From an optimization exercise on the open Yosys and OpenROAD flow, aimed at small area, a short achievable clock period and few clock cycles per item; shortcuts taken in it are not production practice.
The RTL was checked by simulation tests, not by an equivalence proof against the original design.
Power is estimated from default activity; no workload was simulated.

--- flow/flow/run.sh ---
#!/bin/bash
# The standard layout (standard.sh), with one change: the port buffers that
# global placement inserts on every input and output use buf_2 instead of the
# resizer's default pick (clkdlybuf4s50_1, a slow delay buffer).
set -euo pipefail
export BUFFER_PORTS_ARGS="-buffer_cell sky130_fd_sc_hd__buf_2"
bash standard.sh finish > standard_finish.log 2>&1
--- flow/standard.sh ---
#!/bin/bash
# synth_recipe.tcl (not shown) runs the flow's synth.tcl, then flattens the netlist and writes it again
# the make line also repeats each setting of config.mk as NAME=value (left out here)
make -C /OpenROAD-flow-scripts/flow DESIGN_CONFIG=/design/flow/config.mk WORK_HOME=/design/flow/orfs CLKGATE_MAP_FILE= SYNTH_SCRIPT=/design/flow/synth_recipe.tcl "${@:-finish}"
--- flow/config.mk ---
export PLATFORM = sky130hd
export DESIGN_NAME = sprite_blit_colour_key_clip
export DESIGN_NICKNAME = sprite_blit_colour_key_clip
export VERILOG_FILES = /design/flow/design.v
export SDC_FILE = /design/flow/constraint.sdc
export NUM_CORES = 4
export LEC_CHECK = 0
export ABC_AREA = 1
export CAP_MARGIN = 20
export CORE_MARGIN = 2
export CORE_UTILIZATION = 40
export SETUP_SLACK_MARGIN = 3.75
export SLEW_MARGIN = 20
--- flow/constraint.sdc ---
create_clock -name core_clock -period 7.0 [get_ports {clock}]
set_input_delay 1.4000 -clock core_clock [delete_from_list [all_inputs] [get_ports {clock}]]
set_output_delay 1.4000 -clock core_clock [all_outputs]
set_load 0.01 [all_outputs]
--- flow/design.v ---
module sprite_blit_colour_key_clip (
   input  logic        clock,
   input  logic        reset,
   input  logic        req_tvalid,
   output logic        req_tready,
   input  logic [31:0] req_tdata,
   output logic        rsp_tvalid,
   input  logic        rsp_tready,
   output logic [47:0] rsp_tdata,
   output logic [1:0]  rsp_tuser,
   output logic        rsp_tlast,
   input  logic        csr_we,
   input  logic [2:0]  csr_index,
   input  logic [11:0] csr_wdata
);
   localparam logic [15:0] KEY = 16'hF81F;
   function automatic logic geu(input logic [12:0] a, input logic [12:0] b);
      logic cy;
      cy = 1'b1;
      for (int i = 0; i < 13; i++)
         cy = (a[i] & ~b[i]) | (cy & (a[i] | ~b[i]));
      geu = cy;
   endfunction
   function automatic logic ges(input logic [12:0] a, input logic [12:0] b);
      ges = geu({~a[12], a[11:0]}, {~b[12], b[11:0]});
   endfunction
   logic [9:0]  wm1, hm1;           
   logic [11:0] px, py;             
   logic [1:0]  al, op;
   logic [11:0] sw, sh;             
   logic [12:0] xe;                 
   logic [12:0] colv;               
   logic [12:0] rowv;               
   logic [21:0] pb;                 
   logic        off_ff;
   logic        rvis_ff;            
   logic [4:0]  ms;                 
   logic        rdy_ff, wr_ff;
   logic        s_valid, s_bgok;
   logic [15:0] s_pix;
   logic [9:0]  c, r;
   logic        hit;
   logic        o_valid, o_we, o_last, o_vis;
   logic [21:0] o_dest;
   logic [15:0] o_pix;
   function automatic logic [9:0] clamp_s_m1(input logic [10:0] v);
      if (v == 11'd0)      clamp_s_m1 = 10'd0;
      else if (v[10])      clamp_s_m1 = 10'd1023;
      else                 clamp_s_m1 = v[9:0] - 10'd1;
   endfunction
   function automatic logic [11:0] clamp_f(input logic [11:0] v);
      if (v == 12'd0)                 clamp_f = 12'd1;
      else if (v[11] && |v[10:0])     clamp_f = 12'd2048;
      else                            clamp_f = v;
   endfunction
   always_ff @(posedge clock) begin
      if (reset) begin
         wm1 <= 10'd0;
         hm1 <= 10'd0;
         px  <= 12'd0;
         py  <= 12'd0;
         al  <= 2'd0;
         op  <= 2'd0;
         sw  <= 12'd1024;
         sh  <= 12'd768;
      end else if (csr_we) begin
         case (csr_index)
            3'd0: wm1 <= clamp_s_m1(csr_wdata[10:0]);
            3'd1: hm1 <= clamp_s_m1(csr_wdata[10:0]);
            3'd2: px  <= csr_wdata;
            3'd3: py  <= csr_wdata;
            3'd4: al  <= csr_wdata[1:0];
            3'd5: op  <= csr_wdata[1:0];
            3'd6: sw  <= clamp_f(csr_wdata);
            default: sh <= clamp_f(csr_wdata);
         endcase
      end
   end
   logic [9:0]  c_n;
   logic [11:0] dlo;
   logic [21:0] dest;
   logic        colvis, rowvis, vis, first, col_wrap, row_wrap;
   logic        spr_ok, bg_ok, can_out, in_acc, accept, s_valid_n;
   logic [15:0] pix;
   assign colvis   = !colv[12] && (colv[11:0] < sw);
   assign rowvis   = rvis_ff;
   assign vis      = colvis && rowvis;
   assign dlo      = {1'b0, pb[10:0]} + {1'b0, colv[10:0]};
   assign dest     = {dlo[11] ? pb[21:11] + 11'd1 : pb[21:11], dlo[10:0]};
   assign first    = (c == 10'd0) && (r == 10'd0);
   assign col_wrap = geu({3'b000, c}, {3'b000, wm1});
   assign row_wrap = geu({3'b000, r}, {3'b000, hm1});
   assign pix      = s_valid ? s_pix : req_tdata[15:0];
   assign spr_ok   = pix != KEY;
   assign bg_ok    = s_valid ? s_bgok : req_tdata[31:16] != KEY;
   assign can_out    = !o_valid || rsp_tready;
   assign req_tready = rdy_ff;
   assign in_acc     = req_tvalid && rdy_ff;
   assign accept     = can_out && (s_valid ? ms == 5'd0 : in_acc);
   assign s_valid_n  = s_valid ? !accept : in_acc && !accept;
   assign c_n        = !accept ? c : col_wrap ? 10'd0 : c + 10'd1;
   always_ff @(posedge clock) begin
      if (reset) begin
         c       <= 10'd0;
         r       <= 10'd0;
         hit     <= 1'b0;
         o_valid <= 1'b0;
      end else begin
         if (accept) begin
            o_valid <= 1'b1;
            hit     <= (first ? 1'b0 : hit) |
                       ((op == 2'd3) && vis && spr_ok && bg_ok);
            c <= c_n;
            if (col_wrap)
               r <= row_wrap ? 10'd0 : r + 10'd1;
         end else if (rsp_tready) begin
            o_valid <= 1'b0;
         end
      end
   end
   always_ff @(posedge clock) begin
      if (accept) begin
         o_we   <= vis && (op == 2'd2 || (!op[1] && spr_ok));
         o_dest <= dest;                  
         o_vis  <= vis;
         o_pix  <= pix;
         o_last <= col_wrap && row_wrap;
      end
   end
   logic [12:0] xb;
   logic        xci;
   logic [13:0] add_a, add_b, sum;
   logic [14:0] sum_x;
   logic [12:0] rs_lo;
   logic [21:0] rs;
   logic [3:0]  pext;               
   logic [13:0] xe_x;
   logic        add_ci, restart;
   logic [4:0]  ms_n;
   logic        m_1, m_2, m_h, m_hf, m_hl, m_hb;   
   logic        sel_c, sel_e;                
   logic        off_x, off_y, wr2_ff;
   always_comb begin
      xb  = ({13{sel_c}} & ~{4'b0000, wm1[9:1]}) |
            ({13{sel_e}} & ~{3'b000, wm1});
      xci = sel_c && !wm1[0];
      xe_x = {px[11], px, xci} + {xb, xci};
      rs_lo = {1'b0, pb[11:0]} - {1'b0, sw};
      rs    = {rs_lo[12] ? pb[21:12] - 10'd1 : pb[21:12], rs_lo[11:0]};
      add_a  = ({14{m_h && !m_hf}} & pb[21:8]) |
               ({14{m_1}} & {{2{py[11]}}, py}) |
               ({14{m_2}} & {rowv[12], rowv});
      add_b  = ({14{m_hb}} & {rowv[12], rowv}) |
               ({14{m_1}} & {4'd0, hm1}) |
               ({14{m_2}} & ~{4'd0, r});
      add_ci = m_2;
      sum_x = {add_a, add_ci} + {add_b, add_ci};
      sum   = sum_x[14:1];
      restart = (csr_we && (csr_index == 3'd1 || csr_index == 3'd3 || csr_index == 3'd6)) ||
                (accept && col_wrap && row_wrap);
      if (restart)            ms_n = 5'd1;
      else if (ms == 5'd2)    ms_n = 5'd16;
      else if (ms == 5'd27)   ms_n = 5'd0;
      else if (ms[4])         ms_n = ms + 5'd1;
      else if (ms == 5'd1)    ms_n = r == 10'd0 ? 5'd16 : 5'd2;
      else                    ms_n = 5'd0;
   end
   always_ff @(posedge clock) begin
      xe     <= xe_x[13:1];
      colv   <= !accept ? xe + {3'b000, c} : col_wrap ? xe : colv + 13'd1;
      if (in_acc && !accept) begin
         s_pix  <= req_tdata[15:0];
         s_bgok <= req_tdata[31:16] != KEY;
      end
      sel_c  <= op != 2'd3 && al == 2'd1;
      sel_e  <= op != 2'd3 && al == 2'd2;
      off_x  <= ges(~{3'b000, wm1}, xe) ||                   
                ges(xe, {1'b0, sw});                         
      off_y  <= ges(~{3'b000, hm1}, {py[11], py}) ||         
                ges({py[11], py}, {1'b0, sh});               
      off_ff <= off_x || off_y;
      if (m_hl)
         pb <= {sum[10:0], pb[7:0], pext[3:1]};
      else if (m_h)
         pb <= {sum[13], sum[13:1], sum[0], pb[7:1]};
      else if (accept && col_wrap && !row_wrap)
         pb <= rs;
      if (m_h)
         pext <= {pb[0], pext[3:1]};
      if (m_1 || m_2)
         rowv <= sum[12:0];
      else if (accept && col_wrap && !row_wrap)
         rowv <= rowv - 13'd1;
      if (accept && col_wrap && !row_wrap)
         rvis_ff <= !rowv[12] && rowv != 13'd0 && geu({1'b0, sh}, {1'b0, rowv[11:0]});
      else
         rvis_ff <= !rowv[12] && !geu({1'b0, rowv[11:0]}, {1'b0, sh});
   end
   always_ff @(posedge clock) begin
      if (reset) begin
         ms     <= 5'd1;
         m_1    <= 1'b1;
         m_2    <= 1'b0;
         m_h    <= 1'b0;
         m_hf   <= 1'b0;
         m_hl   <= 1'b0;
         m_hb   <= 1'b0;
         rdy_ff <= 1'b0;
         wr_ff  <= 1'b0;
         wr2_ff <= 1'b0;
         s_valid <= 1'b0;
      end else begin
         ms     <= ms_n;
         m_1    <= ms_n == 5'd1;
         m_2    <= ms_n == 5'd2;
         m_h    <= ms_n[4];
         m_hf   <= ms_n == 5'd16;
         m_hl   <= ms_n == 5'd27;
         m_hb   <= ms_n[4] && sw[ms_n[3:0]];
         wr_ff  <= csr_we;
         wr2_ff <= wr_ff;
         s_valid <= s_valid_n;
         rdy_ff <= ms_n == 5'd0 && !csr_we && !wr_ff && !wr2_ff && !s_valid_n;
      end
   end
   assign rsp_tvalid = o_valid;
   assign rsp_tdata  = {7'd0, off_ff, hit, o_pix, o_dest & {22{o_vis}}, o_we};
   assign rsp_tuser  = {op[1], op[0] && !op[1]};
   assign rsp_tlast  = o_last;
endmodule
==> results of run 1 <==
-- cell type report --
class | count | area share [%]
clock inverters | 10 | 0.841
clock buffers | 40 | 5.14
flip-flops and latches | 236 | 34.8
well taps | 461 | 3.53
inverters | 300 | 6.97
multi-input cells | 1266 | 45.0
repair buffers | 112 | 3.73
-- per-layer routing --
| metal | vias to the layer above | global-route usage [%] | routed length [µm] |
|---|---|---|---|
| li1 | 6482 | - | - |
| met1 | 6037 | 32.0 | 19900 |
| met2 | 441 | 33.7 | 18100 |
| met3 | 69 | 2.60 | 2760 |
| met4 | 0 | 6.05 | 1090 |
| met5 | - | 0 | 0 |
-- repair_timing --
item                                    in CTS  in global routing
endpoints found under the setup margin      62                 46
setup buffers                                4                  4
pin swaps                                    2                  1
endpoints found under the hold margin        0                  0
gates resized for setup                     12                 17
-- final timing paths --
| kind | to | slack [ns] |
|---|---|---|
| setup / recovery | rsp_tdata[17] | 3.91 |
| setup reg to reg | pb[21]$_DFFE_PP_ | 3.96 |
| hold reg to reg | wr2_ff$_SDFF_PP0_ | 0.44 |
| hold / removal | wr2_ff$_SDFF_PP0_ | 0.44 |
-- power breakdown --
group	internal (W)	switching [W]	leakage, nW
sequential	0.00160	0.000142	2.04
clock	0.000944	0.000584	0.489
combinational	0.000363	0.000662	4.61
-- synthesized netlist by cell type, drive strengths merged, types with 8 or more instances --
cell type | count | area (µm²)
nor4 | 11 | 81.3
o21ai | 193 | 973
nor2 | 127 | 479
edfxtp | 96 | 2880
a31oi | 8 | 56.3
inv | 296 | 1110
xnor2 | 25 | 219
o221ai | 39 | 342
clkbuf | 45 | 169
o22ai | 35 | 219
buf | 17 | 110
nand4 | 23 | 144
a22oi | 9 | 67.6
dfxtp | 140 | 2800
a21oi | 160 | 816
ha | 83 | 1040
nand3 | 80 | 405
xor2 | 49 | 429
nor3 | 33 | 185
o211ai | 14 | 105
nand2 | 321 | 1230
-- worst max-delay path: stages, from the launching register on --
cell	delay [ns]
sky130_fd_sc_hd__edfxtp_1	0.62
sky130_fd_sc_hd__buf_4	0.28
sky130_fd_sc_hd__nand2_1	0.07
sky130_fd_sc_hd__inv_1	0.05
sky130_fd_sc_hd__buf_2	0.11
-- through the flow --
step / utilization (%) / total power, W / cell area, µm²
global route: 46.1 / 0.00453 / 16400
global placement: 42.9 / 0.00274 / 15200
floorplan: - / 0.00244 / 14400
CTS: 45.9 / 0.00430 / 16300
detailed placement: 42.9 / 0.00275 / 15200
finish: 46.1 / 0.00430 / 16400
-- registers in the layout (all words and copies together) (netlist names), 12 cells and up --
name / cells
o_dest: 22
pb: 22
o_pix: 16
s_pix: 16
colv: 13
rowv: 13
xe: 13
px: 12
py: 12
sh: 12
sw: 12
-- kinds of logic (layout without fill, tap and decap cells) --
group / count (synthesis) / count (layout) / synth area share (%)
multiplexers: 8 / 8 / 0.610
AO/OA/AOI/OAI: 484 / 484 / 19.4
AND/OR/NAND/NOR: 605 / 605 / 18.1
buffers and inverters: 362 / 462 / 9.80
flip-flops: 236 / 236 / 39.6
other: 1 / 7 / 0.0261
XOR/XNOR: 74 / 74 / 4.51
adder cells (fa/ha/maj): 88 / 88 / 7.93
==> impl_metrics.yaml, run 1 <==
run_status:
  run_status: "timing/DRC/antenna clean"
critical_path:
  crit_path_start_kind: "flop"
  setup.worst_path.class: "reg -> out"
  required_ns: 5.60
  timing.critical_path.arrival_ns: 1.69
  cp_max_fo: 12
  setup.worst_path.end_class: "output port"
  reg2regPathDepth: 15
  critical_path.startpoint: "o_vis$_DFFE_PP_"
  crit-reg2reg-launch: "m_h$_SDFF_PP0_"
timing:
  timing_hold_violations_final: 0
  skew_ns: 0.0200
  max_freq_ghz: 0.324
  timing.final.max_slew_violations: 0
  post_layout_minimum_cycle_time_ns: 3.09
  final.setup.worst_slack_ns: 3.91
  timing.setup.tns_ns: 0
  finalSetupViolations: 0
  slew_headroom_pct: 41.8
  period_utilization_pct: 44.1
  rsz0062_at_grt: "yes"
  transition_time_at_the_pin_with_the_least_slew_margin_ns: 0.870
  timing.hold.ws_ns: 0.436
synth:
  synthFlopType: "sky130_fd_sc_hd__dfxtp_1"
  mappedNetlistArea_mm2: 0.0144
  ys_ff_latch: 236
  ys_seq_area_share_pct: 39.6
  number_of_enable_flip_flop_cells_after_synthesis: 96
  syn-instance-count: 1858
  synth_area_per_cell_um2: 7.73
  async_flop_share_pct: 0
  netlist-cell-type-count: 56
  yosys_warnings: 1
die:
  initial_core_util_pct: 40.5
  core-area_mm2: 0.0355
  floorplan.die_area_mm2: 0.0374
  boundaryPins: 105
  fp-row-count: 69
  chipHeight_um: 193
  die_w_um: 193
final_layout:
  final-instance-count-excl-fill: 2425
  nNetsFinal: 2083
  multiInputGateArea_mm2: 0.00736
  syn_to_final_growth_pct: 13.9
  antenna-diode-count: 0
  drive_gt1_share_pct: 11.5
  num-fill-cells: 3538
  final-seq-area_mm2: 0.00570
  layout.cells.most_common: "sky130_fd_sc_hd__nand2_1"
  final_cell_mix: "sky130_fd_sc_hd__nand2_1 (312), sky130_fd_sc_hd__inv_1 (277), sky130_fd_sc_hd__o21ai_0 (179)"
clock_tree:
  holdBufCountCts: 0
  clkTransAtPathRegs_ns: 0.06
  cts_made_buffers: 27
  clock-sinks: 236
  max-clock-path-buffers: 3
  h_tree_level_count: 1
  clock_tree_from_tritoncts: "yes"
  worstSkewPairLatency_ns: 0.55
  clock_tree.root_cell: "sky130_fd_sc_hd__clkbuf_16"
detailed_routing:
  wl_mm: 41.9
  dr_total_vias: 13029
  antenna_violating_nets_post_route: 0
  vias_per_cell: 5.37
  drt-initial-drc-count: 1141
  routedWlPerCell_um: 17.3
  count_of_tritonroute_iterations_in_the_first_routing_pass: 7
  detail_route.drc_violations: 0
grt:
  grt_pass1_wl_mm: 66.0
  grt_max_degree: 74
  gr-usage-all-layers_pct: 21.8
  initial_antenna_violation_count: 0
  globalRouteOverflowTotal: 0
  number_of_global_route_vias_before_repair: 11978
run:
  drv_cap: 0
power:
  leakage_nw: 7.14
  powerDensity_mw_per_mm2: 263
  max-vdd-ir-drop_mv: 0.229
place:
  placement.io_buffers: 97
  placed_cells: 2367
  hpwlAfterDp_mm: 32.2
  post-place-ws_ns: 2.56
  globalplace.congestion: 0.892
hold_path:
  whs_path_depth: 2
  worstHoldStart: "wr_ff$_SDFF_PP0_"
  min-delay-path-class: "reg -> reg"
Testbench counts, summed over its fixed seeds: cycles 43,064, items 40,504.
==> run 2, diff against run 1 <==
--- a/flow/config.mk
+++ b/flow/config.mk
@@ -9,5 +9,5 @@
 export CAP_MARGIN = 20
 export CORE_MARGIN = 2
 export CORE_UTILIZATION = 40
-export SETUP_SLACK_MARGIN = 3.75
+export SETUP_SLACK_MARGIN = 4.0
 export SLEW_MARGIN = 20
==> impl_metrics.yaml, run 2 <==
clock_tree:
  clock_tree_from_tritoncts: "yes"
  max-clock-path-buffers: 3
  h_tree_level_count: 1
  clock_tree.root_cell: "sky130_fd_sc_hd__clkbuf_16"
  worstSkewPairLatency_ns: 0.56
  clock-sinks: 236
  cts_made_buffers: 27
  clkTransAtPathRegs_ns: 0.07
  holdBufCountCts: 0
grt:
  grt_max_degree: 75
  number_of_global_route_vias_before_repair: 12032
  grt_pass1_wl_mm: 66.3
  globalRouteOverflowTotal: 0
  initial_antenna_violation_count: 0
  gr-usage-all-layers_pct: 21.9
critical_path:
  reg2regPathDepth: 14
  critical_path.startpoint: "pb[9]$_DFFE_PP_"
  timing.critical_path.arrival_ns: 3.17
  setup.worst_path.end_class: "flop"
  cp_max_fo: 4
  crit-reg2reg-launch: "pb[9]$_DFFE_PP_"
  setup.worst_path.class: "reg -> reg"
  crit_path_start_kind: "flop"
  r2r-end: "pb[21]$_DFFE_PP_"
  required_ns: 7.30
  r2r_setup_slack_ns: 4.13
final_layout:
  drive_gt1_share_pct: 12.9
  nNetsFinal: 2098
  layout_top_registers: "o_dest (22), pb (22)"
  layout.cells.most_common: "sky130_fd_sc_hd__nand2_1"
  antenna-diode-count: 0
  final_cell_mix: "sky130_fd_sc_hd__nand2_1 (310), sky130_fd_sc_hd__inv_1 (275), sky130_fd_sc_hd__o21ai_0 (177)"
  num-fill-cells: 3567
  syn_to_final_growth_pct: 14.9
  finalInstanceArea_mm2: 0.0165
synth:
  syn-instance-count: 1858
  synth_top_cells_by_count: "sky130_fd_sc_hd__nand2_1 (315), sky130_fd_sc_hd__inv_1 (279), sky130_fd_sc_hd__o21ai_0 (182)"
  yosys.area.top_type: "sky130_fd_sc_hd__edfxtp_1"
  ys_seq_area_share_pct: 39.6
  netlist-cell-type-count: 56
  synth_area_per_cell_um2: 7.73
  yosys_warnings: 1
  async_flop_share_pct: 0
  number_of_enable_flip_flop_cells_after_synthesis: 96
  ys_ff_latch: 236
  synthFlopType: "sky130_fd_sc_hd__dfxtp_1"
  top_area_cell_type_share_of_the_netlist_area_pct: 20.1
  mappedNetlistArea_mm2: 0.0144
  post-synth-top-count-cell: "sky130_fd_sc_hd__nand2_1"
  top_area_cells_in_the_synthesized_netlist: "sky130_fd_sc_hd__edfxtp_1 (20%), sky130_fd_sc_hd__dfxtp_1 (20%), sky130_fd_sc_hd__nand2_1 (8.2%)"
run_status:
  run_status: "timing/DRC/antenna clean"
timing:
  finalSetupViolations: 0
  rsz0062_at_grt: "no"
  timing.final.max_slew_violations: 0
  slew_headroom_pct: 22.5
  timing_hold_violations_final: 0
  period_utilization_pct: 41.0
  skew_ns: 0.0225
  timing.setup.tns_ns: 0
  max_freq_ghz: 0.348
  transition_time_at_the_pin_with_the_least_slew_margin_ns: 1.15
  post_layout_minimum_cycle_time_ns: 2.87
detailed_routing:
  drt-initial-drc-count: 990
  detail_route.drc_violations: 0
  wl_mm: 42.1
  routedWlPerCell_um: 17.3
  count_of_tritonroute_iterations_in_the_first_routing_pass: 5
  vias_per_cell: 5.32
  antenna_violating_nets_post_route: 0
  dr_total_vias: 12984
power:
  leakage_nw: 7.18
  max-vdd-ir-drop_mv: 0.177
  powerDensity_mw_per_mm2: 255
die:
  fp-row-count: 69
  floorplan.die_area_mm2: 0.0374
  core-area_mm2: 0.0355
  chipHeight_um: 193
  die_w_um: 193
  initial_core_util_pct: 40.5
  boundaryPins: 105
place:
  hpwlAfterDp_mm: 32.3
  placement.io_buffers: 97
  detailed_place.area_mm2: 0.0152
  globalplace.congestion: 0.909
hold_path:
  whs_path_depth: 2
  worstHoldStart: "wr_ff$_SDFF_PP0_"
  hold_path_end: "wr2_ff$_SDFF_PP0_"
  min-delay-path-class: "reg -> reg"
run:
  drv_cap: 0
[run 2: cell counts after synthesis]
Identical to the previous run, type by type.
[run 2: metal layers]
layer / global-route usage, % / routed length [µm] / part of all wire [%] / vias up
met5: 0 / 0 / 0 / -
li1: - / - / - / 6504
met4: 6.50 / 1180 / 2.8 / 0
met3: 3.43 / 2800 / 6.7 / 74
met1: 31.3 / 19700 / 47 / 6025
met2: 34.3 / 18400 / 44 / 381
[run 2: final cells by class]
cell class	count	area (µm²)	share of cell area (%)
Timing Repair Buffer	127	739	4.48
Clock inverter	11	115	0.698
Multi-Input combinational cell	1266	7450	45.2
Tap cell	461	577	3.50
Sequential cell	236	5700	34.6
Clock buffer	38	757	4.59
Inverter	300	1150	6.99
[run 2: logic make-up after synthesis]
kind of cell | share of synthesized area, %
AOI/OAI and AO/OA | 19.4
buffers and inverters | 9.80
other | 0.0261
DFF | 39.6
adders and majority gates | 7.93
and+or+nand+nor | 18.1
xor gates and xnor gates | 4.51
muxes | 0.610
[run 2: power by group]
part	total (W)	switching [W]	internal [W]
Clock	0.00140	0.000576	0.000825
Combinational	0.00107	0.000677	0.000389
Sequential	0.00174	0.000139	0.00160
Total	0.00421	0.00139	0.00282
[run 2: timing repair]
action,in CTS,in global routing
gates resized for setup,22,30
setup endpoints to repair,82,42
pin swaps,5,12
setup buffers,10,14
[run 2: through the flow]
step	power (W)	hold slack (ns)	util (%)	worst slack, ns	std cells
floorplan	0.00244	0.389	-	4.02	1864
detailed placement	0.00276	0.430	43.0	3.19	2366
global placement	0.00274	0.416	43.0	3.26	2366
CTS	0.00419	0.438	45.8	4.03	2425
finish	0.00421	0.438	46.5	4.13	2439
global route	0.00444	0.470	46.5	4.00	2439
[run 2: worst max-delay path by stage]
stage,to,slack (ns),cells after the start
detailed placement,pb[17]$_DFFE_PP_,3.19,9
global placement,rowv[8]$_DFFE_PP_,3.26,9
CTS,pb[19]$_DFFE_PP_,4.03,14
global route,pb[12]$_DFFE_PP_,4.00,15
finish,pb[21]$_DFFE_PP_,4.13,14
floorplan,s_bgok$_DFFE_PP_,4.02,7
[run 2: worst max-delay path, cell delays in order, from the launching register on]
cell and delay (ns):
sky130_fd_sc_hd__edfxtp_1 0.51, sky130_fd_sc_hd__nand2_1 0.15, sky130_fd_sc_hd__o221ai_1 0.13, sky130_fd_sc_hd__ha_1 0.36, sky130_fd_sc_hd__a21oi_2 0.17, sky130_fd_sc_hd__nand2_2 0.08, sky130_fd_sc_hd__a21oi_2 0.15, sky130_fd_sc_hd__o21bai_2 0.10
sky130_fd_sc_hd__a31oi_2 0.25, sky130_fd_sc_hd__o21ai_2 0.12, sky130_fd_sc_hd__a21boi_2 0.18, sky130_fd_sc_hd__buf_4 0.16, sky130_fd_sc_hd__xnor2_4 0.08, sky130_fd_sc_hd__nor2_1 0.11, sky130_fd_sc_hd__a21oi_1 0.07
==> run 3, diff against run 2 <==
--- a/flow/design.v
+++ b/flow/design.v
@@ -40,7 +40,7 @@
    logic [15:0] s_pix;
    logic [9:0]  c, r;
    logic        hit;
-   logic        o_valid, o_we, o_last, o_vis;
+   logic        o_valid, o_we, o_last;
    logic [21:0] o_dest;
    logic [15:0] o_pix;
    function automatic logic [9:0] clamp_s_m1(input logic [10:0] v);
@@ -121,8 +121,7 @@
    always_ff @(posedge clock) begin
       if (accept) begin
          o_we   <= vis && (op == 2'd2 || (!op[1] && spr_ok));
-         o_dest <= dest;                  
-         o_vis  <= vis;
+         o_dest <= vis ? dest : 22'd0;
          o_pix  <= pix;
          o_last <= col_wrap && row_wrap;
       end
@@ -224,7 +223,7 @@
       end
    end
    assign rsp_tvalid = o_valid;
-   assign rsp_tdata  = {7'd0, off_ff, hit, o_pix, o_dest & {22{o_vis}}, o_we};
+   assign rsp_tdata  = {7'd0, off_ff, hit, o_pix, o_dest, o_we};
    assign rsp_tuser  = {op[1], op[0] && !op[1]};
    assign rsp_tlast  = o_last;
 endmodule
--- a/flow/config.mk
+++ b/flow/config.mk
@@ -9,5 +9,5 @@
 export CAP_MARGIN = 20
 export CORE_MARGIN = 2
 export CORE_UTILIZATION = 40
-export SETUP_SLACK_MARGIN = 4.0
+export SETUP_SLACK_MARGIN = 3.75
 export SLEW_MARGIN = 20
==> impl_metrics.yaml, run 3 <==
synth:
  top_area_cell_type_share_of_the_netlist_area_pct: 20.0
  number_of_enable_flip_flop_cells_after_synthesis: 95
  top_area_cells_in_the_synthesized_netlist: "sky130_fd_sc_hd__edfxtp_1 (20%), sky130_fd_sc_hd__dfxtp_1 (20%), sky130_fd_sc_hd__nand2_1 (8.0%)"
  synthFlopType: "sky130_fd_sc_hd__dfxtp_1"
  ys_seq_area_share_pct: 39.6
  netlist-cell-type-count: 55
  post-synth-top-count-cell: "sky130_fd_sc_hd__nand2_1"
  syn-instance-count: 1842
  yosys.area.top_type: "sky130_fd_sc_hd__edfxtp_1"
  yosys_warnings: 1
  synth_area_per_cell_um2: 7.75
  async_flop_share_pct: 0
  mappedNetlistArea_mm2: 0.0143
  ys_ff_latch: 235
  synth_top_cells_by_count: "sky130_fd_sc_hd__nand2_1 (305), sky130_fd_sc_hd__inv_1 (253), sky130_fd_sc_hd__a21oi_1 (171)"
grt:
  initial_antenna_violation_count: 0
  globalRouteOverflowTotal: 0
  grt_pass1_wl_mm: 67.2
  grt_max_degree: 73
  gr-usage-all-layers_pct: 22.9
  number_of_global_route_vias_before_repair: 12370
detailed_routing:
  drt-initial-drc-count: 971
  detail_route.drc_violations: 0
  vias_per_cell: 5.39
  count_of_tritonroute_iterations_in_the_first_routing_pass: 5
  wl_mm: 42.5
  antenna_violating_nets_post_route: 0
  routedWlPerCell_um: 17.6
  dr_total_vias: 13015
timing:
  timing.setup.tns_ns: 0
  rsz0062_at_grt: "no"
  max_freq_ghz: 0.322
  period_utilization_pct: 44.3
  skew_ns: 0.0125
  slew_headroom_pct: 41.3
  post_layout_minimum_cycle_time_ns: 3.10
  finalSetupViolations: 0
  timing_hold_violations_final: 0
  transition_time_at_the_pin_with_the_least_slew_margin_ns: 0.877
  timing.final.max_slew_violations: 0
critical_path:
  timing.critical_path.arrival_ns: 3.36
  cpPeakStageDelay_ns: 0.33
  crit_path_start_kind: "primary input"
  crit-reg2reg-launch: "pb[0]$_DFFE_PP_"
  reg2regPathDepth: 15
  timing.critical_path.to: "pb[14]$_DFFE_PP_"
  cp_max_fo: 18
  setup.worst_path.end_class: "flop"
  setup.worst_path.class: "in -> reg"
  path_cells: "buf_2 -> a21oi_1 -> inv_1 -> nand3_2 -> a21oi_4 -> inv_2 -> nor2_2 -> inv_1 -> o31ai_4 -> buf_12"
  critical_path.startpoint: "req_tvalid"
  r2r_setup_slack_ns: 3.96
  critical-path-top-delay-family: "buffers and inverters"
  timing.critical_path.slowest_stage_cell: "sky130_fd_sc_hd__nand3_2"
  timing.critical_path.mode_cell: "sky130_fd_sc_hd__inv_1"
  required_ns: 7.26
  critical_path_depth: 10
  r2r-end: "pb[14]$_DFFE_PP_"
  worstPathBufferInverterCount: 5
power:
  cell_internal_pwr_w: 0.00288
  p_comb_share_pct: 24.6
  clockPowerShare_pct: 34.9
  leakage_nw: 6.89
  max-vdd-ir-drop_mv: 0.171
  powerDensity_mw_per_mm2: 263
  switching_share_pct: 33.0
  seq_power_share_pct: 40.5
  p_sw_w: 0.00142
final_layout:
  drive_gt1_share_pct: 11.6
  syn_to_final_growth_pct: 14.1
  antenna-diode-count: 0
  layout.cells.most_common: "sky130_fd_sc_hd__nand2_1"
  postLayoutCoreUtil_pct: 46.0
  final_cell_mix: "sky130_fd_sc_hd__nand2_1 (303), sky130_fd_sc_hd__inv_1 (249), sky130_fd_sc_hd__a21oi_1 (170)"
  layout_top_registers: "o_dest (22), pb (22)"
  nNetsFinal: 2073
clock_tree:
  clock-sinks: 235
  worstSkewPairLatency_ns: 0.55
  holdBufCountCts: 0
  max-clock-path-buffers: 3
  h_tree_level_count: 1
  clock_tree_from_tritoncts: "yes"
  clock_tree.root_cell: "sky130_fd_sc_hd__clkbuf_16"
  clkTransAtPathRegs_ns: 0.06
  cts_made_buffers: 28
die:
  boundaryPins: 105
  initial_core_util_pct: 40.4
  floorplan.die_area_mm2: 0.0372
  fp-row-count: 69
  chipHeight_um: 193
  die_w_um: 193
  core-area_mm2: 0.0354
hold_path:
  worstHoldStart: "off_y$_DFF_P_"
  whs_path_depth: 1
  min-delay-path-class: "reg -> reg"
run:
  drv_cap: 0
run_status:
  run_status: "timing/DRC/antenna clean"
place:
  globalplace.congestion: 0.909
  placement.io_buffers: 97
  hpwlAfterDp_mm: 32.2
[run 3: cell types whose count changed in the layout (fill, tap and decap cells not counted), moves of 10 or more]
cell and delta:
sky130_fd_sc_hd__a21oi_1 +15, sky130_fd_sc_hd__inv_1 -26, sky130_fd_sc_hd__nand3_1 +10, sky130_fd_sc_hd__nor2_1 +10, sky130_fd_sc_hd__o21ai_0 -16, sky130_fd_sc_hd__xor2_1 -13
[run 3: repair_timing]
item                                    in CTS  in global routing
buffers inserted                             2                 12
endpoints found under the setup margin      60                 70
gates resized for setup                     13                 15
pin swaps                                    2                  0
[run 3: power groups by stage]
stage	Clock [W]	Sequential, W	Combinational [W]
CTS	0.00153	0.00174	0.00103
global placement	0	0.00176	0.000999
global route	0.00158	0.00175	0.00120
finish	0.00150	0.00174	0.00105
detailed placement	0	0.00176	0.00101
floorplan	0	0.00170	0.000748
[run 3: worst min path at each step]
stage	endpoint	slack, ns
2_1_floorplan	off_ff$_DFF_P_	0.39
3_3_place_gp	off_ff$_DFF_P_	0.40
3_5_place_dp	off_ff$_DFF_P_	0.40
4_1_cts	off_ff$_DFF_P_	0.42
5_1_grt	off_ff$_DFF_P_	0.44
6_report	off_ff$_DFF_P_	0.41
[run 3: kinds of logic after synthesis]
| family | after synthesis | synth area share (%) |
|---|---|---|
| AO/OA/AOI/OAI | 489 | 19.8 |
| other | 1 | 0.0263 |
| XOR/XNOR | 53 | 3.25 |
| buffers and inverters | 328 | 8.95 |
| multiplexers | 10 | 0.771 |
| AND/OR/NAND/NOR | 638 | 19.6 |
| adder cells (fa/ha/maj) | 88 | 7.97 |
| flip-flops | 235 | 39.6 |
[run 3: final cells by class]
class                           count  area [µm²]
Sequential cell                   235        5670
Clock inverter                     14         154
Timing Repair Buffer              116         641
Fill cell                        3627       19100
Clock buffer                       38         800
Tap cell                          461         577
Inverter                          267        1020
Multi-Input combinational cell   1285        7440
[run 3: worst register-to-register path, cell delays in order (launching register included)]
cell and delay (ns):
sky130_fd_sc_hd__edfxtp_1 0.42, sky130_fd_sc_hd__inv_1 0.09, sky130_fd_sc_hd__ha_1 0.21, sky130_fd_sc_hd__fa_1 0.45
sky130_fd_sc_hd__o31ai_2 0.38, sky130_fd_sc_hd__inv_1 0.08, sky130_fd_sc_hd__o21ai_1 0.20, sky130_fd_sc_hd__inv_1 0.08
sky130_fd_sc_hd__o21ai_2 0.17, sky130_fd_sc_hd__nand3_1 0.09, sky130_fd_sc_hd__nand2_1 0.08, sky130_fd_sc_hd__nand2_1 0.05
sky130_fd_sc_hd__inv_1 0.06, sky130_fd_sc_hd__o21a_1 0.16, sky130_fd_sc_hd__o31ai_4 0.09, sky130_fd_sc_hd__buf_12 0.19
[run 3: layer usage]
metal	global-route usage (%)	part of all wire, %	wire length, µm	vias to the layer above
li1	-	-	-	6522
met1	32.7	48	20200	6027
met2	36.9	44	18700	395
met3	2.48	6.1	2590	71
met4	6.09	2.4	1000	0
met5	0	0	0	-
[run 3: through the flow]
stage / hold WS (ns) / area [µm²] / setup WS [ns] / instances / power [W]
6_report: 0.414 / 16300 / 3.90 / 2416 / 0.00429
4_1_cts: 0.418 / 16200 / 3.79 / 2404 / 0.00429
2_1_floorplan: 0.389 / 14300 / 3.92 / 1848 / 0.00245
5_1_grt: 0.437 / 16300 / 3.74 / 2416 / 0.00453
3_5_place_dp: 0.398 / 15100 / 2.81 / 2350 / 0.00277
3_3_place_gp: 0.405 / 15100 / 2.88 / 2350 / 0.00276
Testbench counts of run 3, summed over its fixed seeds: cycles 43,064, items 40,504.

## separate check: timing with driven ports
The results above use ideal ports. As a check the final layouts listed here were re-extracted and re-timed, cells and wires unchanged. Step 1, drivers: a clkbuf_16 drives clock and a buf_2 each remaining input, both assumed. Step 2 times the ports against the registers' clock, not the clock port: input delays grow and output delays shrink by t, the midpoint of the rising clock arrivals with the driver on. Three values: no drivers, after step 1, after step 2; two values: the first two.
run | t (ns) | setup WS [ns] | hold WS [ns] | latest minus earliest clock arrival (ns) | worst slew at a driven data input, ns
run 1 | 0.595 | 3.912 / 3.860 / 3.354 | 0.436 / 0.436 / 0.436 | 0.022 / 0.022 | 0.04
run 2 | 0.597 | 4.130 / 4.130 / 3.572 | 0.438 / 0.438 / 0.438 | 0.025 / 0.025 | 0.05
run 3 | 0.591 | 3.896 / 3.917 / 3.326 | 0.414 / 0.414 / 0.414 | 0.013 / 0.013 | 0.07
After both steps every run listed still meets setup and hold. For run 3, which loses most, drivers alone change the setup slack by +0.021 ns; drivers and shift together by -0.570 ns.
